What follows belongs to an exercise in optimizing a design on an open flow for small area; a production flow would make more cautious choices. Only simulation tests tie the RTL to the original design; equivalence was not proved. Power figures rest on the tool's default switching activity, not on a simulated workload.

==> module char_decoder, before the edit <==
module char_decoder (
  input  logic       clk,
  input  logic       i_char_stb,
  input  logic [7:0] i_char,
  input  logic       i_alt_func_en,   
  input  logic       i_rdy,           
  output logic       o_keep,          
  output logic       o_cmd_ctrl,      
  output logic [7:0] o_cmd_ch
);
  logic ctrl;    
  always_comb begin
    ctrl   = 1'b0;
    o_keep = 1'b1;
    if (!i_alt_func_en) begin
      ctrl   = (i_char == console_code_pkg::BS_CODE) || (i_char == console_code_pkg::HT_CODE) ||
               (i_char == console_code_pkg::LF_CODE) || (i_char == console_code_pkg::CR_CODE);
      o_keep = !(((i_char < console_code_pkg::CTRL_LIMIT) && !ctrl) ||
                 (i_char == console_code_pkg::DEL_CODE));
    end
  end
  always_ff @(posedge clk) begin
    if (i_rdy) begin
      o_cmd_ch   <= i_char;
      o_cmd_ctrl <= ctrl;
    end
  end
endmodule
==> module cursor_writer, before the edit <==
module cursor_writer (
  input  logic       clk,
  input  logic       rst,
  input  logic       i_char_stb,
  input  logic       i_keep,         
  input  logic       i_cmd_ctrl,
  input  logic [7:0] i_cmd_ch,
  input  logic [2:0] i_tab_count,
  input  logic       i_clear_screen_stb,
  input  logic       i_reader_busy,
  output logic       o_rdy,          
  output logic       o_busy,
  output logic       o_we,
  output logic [5:0] o_wr_addr,
  output logic [7:0] o_wr_data,
  output logic [1:0] o_rd_top_row,   
  output logic       o_line_clear    
);
  typedef enum logic [2:0] {
    st_idle,
    st_cmd,
    st_print,
    st_backspace,
    st_pad_line,     
    st_clear_line,   
    st_tab,
    st_clear_all
  } wr_state_e;
  wr_state_e  state;
  logic [3:0] line;     
  logic [3:0] col;
  logic [2:0] tab_cnt;
  logic       clear_req;
  logic       sat;      
  logic       col_last;
  logic       tab_nz;
  logic       new_line;
  logic       col_inc;
  logic       start_clear;
  assign col_last = (col == 4'd15);
  assign tab_nz   = (tab_cnt != 3'd0);
  assign new_line = col_last && ((state == st_print) || (state == st_pad_line) ||
                                 ((state == st_tab) && tab_nz));
  assign col_inc = (state == st_print) || (state == st_pad_line) || (state == st_clear_line) ||
                   ((state == st_tab) && tab_nz) || (state == st_clear_all);
  assign start_clear = (state == st_idle) && clear_req && !i_reader_busy;
  assign o_rdy        = (state == st_idle) && !clear_req;
  assign o_busy       = ((state != st_idle) && (state != st_cmd)) || ((state == st_idle) && clear_req);
  assign o_we         = col_inc || (state == st_backspace);
  assign o_wr_addr    = {line[1:0], col};
  assign o_wr_data    = (state == st_print) ? i_cmd_ch : console_code_pkg::BLANK_CHAR;
  assign o_line_clear = (state == st_clear_line);
  assign o_rd_top_row = !sat ? 2'd0 :
                        ((state == st_clear_line) && (col == 4'd0)) ? line[1:0] : line[1:0] + 2'd1;
  always_ff @(posedge clk) begin
    if (rst) begin
      state     <= st_clear_all;   
      line      <= '0;
      col       <= '0;
      clear_req <= 1'b0;
    end else begin
      if (col_inc) begin
        col <= col + 4'd1;
      end
      if (col_inc && col_last && (state != st_clear_line)) begin
        line <= line + 4'd1;
      end
      case (state)
        st_idle: begin
          if (o_rdy) begin
            if (i_char_stb && i_keep) begin
              state <= st_cmd;
            end
          end else if (start_clear) begin
            clear_req <= 1'b0;
            line      <= '0;
            col       <= '0;
            state     <= st_clear_all;
          end
        end
        st_cmd: begin
          if (!i_cmd_ctrl) begin
            state <= st_print;
          end else begin
            case (i_cmd_ch[2:0])
              3'd0: begin   
                if (col != 4'd0) begin
                  col <= col - 4'd1;
                end
                state <= st_backspace;
              end
              3'd1:    state <= st_tab;
              default: state <= st_pad_line;   
            endcase
          end
        end
        st_print:      state <= st_idle;
        st_backspace:  state <= st_idle;
        st_clear_line: if (col_last) state <= st_idle;
        st_tab:        if (!tab_nz) state <= st_idle;
        st_clear_all:  if ((line == 4'd15) && col_last) state <= st_idle;
        default: ;
      endcase
      if (new_line) begin
        state <= st_clear_line;
      end
      if (i_clear_screen_stb) begin
        clear_req <= 1'b1;
      end
    end
  end
  always_ff @(posedge clk) begin
    if (state == st_cmd) begin
      tab_cnt <= i_tab_count;
    end else if (state == st_tab) begin
      tab_cnt <= tab_cnt - 3'd1;
    end
  end
  always_ff @(posedge clk) begin
    if (rst || (state == st_clear_all)) begin
      sat <= 1'b0;
    end else if (new_line && (line[1:0] == 2'd3)) begin
      sat <= 1'b1;
    end
  end
endmodule
==> module char_ram, before the edit <==
module char_ram (
  input  logic       clk,
  input  logic       i_we,
  input  logic [5:0] i_wr_addr,
  input  logic [7:0] i_wr_data,
  input  logic [5:0] i_rd_addr,
  output logic [7:0] o_rd_data
);
  logic [7:0]  mem [64];
  always_ff @(posedge clk) if (i_we) mem[i_wr_addr] <= i_wr_data;
  logic [3:0] clo, chi, rs; logic [7:0] grp [16]; logic [7:0] rowd [4]; logic [7:0] rd;
  always_comb begin
    for (int c = 0; c < 4; c++) clo[c] = (i_rd_addr[1:0] == c[1:0]);
    for (int c = 0; c < 4; c++) chi[c] = (i_rd_addr[3:2] == c[1:0]);
    for (int c = 0; c < 4; c++) rs[c]  = (i_rd_addr[5:4] == c[1:0]);
    for (int g = 0; g < 16; g++) begin
      grp[g] = '0;
      for (int c = 0; c < 4; c++) grp[g] |= mem[g*4 + c] & {8{clo[c]}};
    end
    for (int r = 0; r < 4; r++) begin
      rowd[r] = '0;
      for (int c = 0; c < 4; c++) rowd[r] |= grp[r*4 + c] & {8{chi[c]}};
    end
    rd = '0;
    for (int r = 0; r < 4; r++) rd |= rowd[r] & {8{rs[r]}};
  end
  always_ff @(posedge clk) o_rd_data <= rd;
endmodule
export LEC_CHECK = 0
export CAP_MARGIN = 20
export CORE_MARGIN = 2
export CORE_UTILIZATION = 60
export CTS_BUF_LIST = sky130_fd_sc_hd__clkbuf_8
export CTS_CLUSTER_DIAMETER = 60
export CTS_CLUSTER_SIZE = 16
export SLEW_MARGIN = 20
export SYNTH_MEMORY_MAX_BITS = 4096
create_clock -name core_clock -period 5.0 [get_ports {clk}]
standard.sh (not shown) runs the stock make flow with config.mk's settings and CLKGATE_MAP_FILE= SYNTH_SCRIPT=/design/flow/synth_recipe.tcl, a recipe that flattens the netlist after the stock synthesis.
==> flow/flow/run.sh <==
#!/bin/bash
# Standard layout, with port buffers of the smallest buffer and no dummy clock loads.
set -e
export BUFFER_PORTS_ARGS="-buffer_cell sky130_fd_sc_hd__buf_1"
export CTS_ARGS="-sink_clustering_enable -repair_clock_nets -dont_use_dummy_load -sink_clustering_size 16 -sink_clustering_max_diameter 60 -buf_list sky130_fd_sc_hd__clkbuf_8"
bash standard.sh > standard.log 2>&1
The baseline completed with no timing, DRC or antenna violations.
Change:
--- a/flow/design.v
+++ b/flow/design.v
@@ -62,8 +62,10 @@
   always_ff @(posedge clk) begin
     if (i_rdy) begin
-      o_cmd_ch   <= i_char;
-      o_cmd_ctrl <= ctrl;
+      o_cmd_ch <= i_char;
     end
   end
+  always_ff @(posedge clk) begin
+    o_cmd_ctrl <= ctrl;
+  end
 endmodule
 `timescale 1ns/1ns
@@ -182,5 +184,5 @@
     if (state == st_cmd) begin
       tab_cnt <= i_tab_count;
-    end else if (state == st_tab) begin
+    end else begin
       tab_cnt <= tab_cnt - 3'd1;
     end
@@ -198,28 +200,41 @@
   input  logic       clk,
   input  logic       i_we,
-  input  logic [5:0] i_wr_addr,
+  input  logic [5:0] i_wr_addr,   
   input  logic [7:0] i_wr_data,
   input  logic [5:0] i_rd_addr,
   output logic [7:0] o_rd_data
 );
-  logic [7:0]  mem [64];
-  always_ff @(posedge clk) if (i_we) mem[i_wr_addr] <= i_wr_data;
-  logic [3:0] clo, chi, rs; logic [7:0] grp [16]; logic [7:0] rowd [4]; logic [7:0] rd;
+  logic [7:0] mem [64];
+  logic [3:0] col_lo;    
+  logic [3:0] col_hi;    
+  logic [3:0] row;       
+  logic [7:0] quad [16];
+  logic [7:0] line [4];
+  logic [7:0] rd;
+  always_ff @(posedge clk) begin
+    if (i_we) begin
+      mem[i_wr_addr] <= i_wr_data;
+    end
+  end
   always_comb begin
-    for (int c = 0; c < 4; c++) clo[c] = (i_rd_addr[1:0] == c[1:0]);
-    for (int c = 0; c < 4; c++) chi[c] = (i_rd_addr[3:2] == c[1:0]);
-    for (int c = 0; c < 4; c++) rs[c]  = (i_rd_addr[5:4] == c[1:0]);
-    for (int g = 0; g < 16; g++) begin
-      grp[g] = '0;
-      for (int c = 0; c < 4; c++) grp[g] |= mem[g*4 + c] & {8{clo[c]}};
+    for (int i = 0; i < 4; i++) begin
+      col_lo[i] = (i_rd_addr[1:0] == i[1:0]);
+      col_hi[i] = (i_rd_addr[3:2] == i[1:0]);
+      row[i]    = (i_rd_addr[5:4] == i[1:0]);
+    end
+    for (int q = 0; q < 16; q++) begin
+      quad[q] = '0;
+      for (int i = 0; i < 4; i++) quad[q] |= mem[q*4 + i] & {8{col_lo[i]}};
     end
     for (int r = 0; r < 4; r++) begin
-      rowd[r] = '0;
-      for (int c = 0; c < 4; c++) rowd[r] |= grp[r*4 + c] & {8{chi[c]}};
+      line[r] = '0;
+      for (int i = 0; i < 4; i++) line[r] |= quad[r*4 + i] & {8{col_hi[i]}};
     end
     rd = '0;
-    for (int r = 0; r < 4; r++) rd |= rowd[r] & {8{rs[r]}};
+    for (int r = 0; r < 4; r++) rd |= line[r] & {8{row[r]}};
+  end
+  always_ff @(posedge clk) begin
+    o_rd_data <= rd;
   end
-  always_ff @(posedge clk) o_rd_data <= rd;
 endmodule
 `timescale 1ns/1ns
The changed run went through all stages and came out clean.
Power goes down by 0.56%.
Sequential power is about the same.
Utilization fell by 0.15 points.
Non-clock buffer count shrinks by 4.
Worst setup slack improved by 380 ps.
Wire length came out higher by 0.74%.
Fmax came out higher by 12%.
Cell area falls by 0.48%.
Hold slack gets worse by 98 ps.
Global-route usage went up by 0.40 points.
Clock skew rises by 31 ps.
Final cell count went down by 0.62%.
Sequential cell count does not change.
Die area barely changes.

what the ideal ports hide:
The results above use ideal ports. As a check the final layouts listed here were re-extracted and re-timed, cells and wires unchanged. Step 1 sets driving cells, clkbuf_16 on the clock port and buf_2 on the other inputs (assumed; they add their load-dependent delay and slew). Step 2 moves the port delays by t, midway between the first and last clock arrival at a register: inputs arrive t later, outputs are due t later. That takes back most of the time a late clock gives input paths. a / b / c = ideal / step 1 / step 2; a / b = the first two.
| run | shift t [ns] | slack for setup (ns) | worst register clock-pin slew, ns | cell pins on the clock port's net |
|---|---|---|---|---|
| the first run | 0.631 | 1.329 / 1.329 / 1.329 | 0.11 / 0.11 | 1 |
| the second run | 0.621 | 1.711 / 1.711 / 1.711 | 0.10 / 0.10 | 1 |
After both steps every run listed still meets setup and hold.
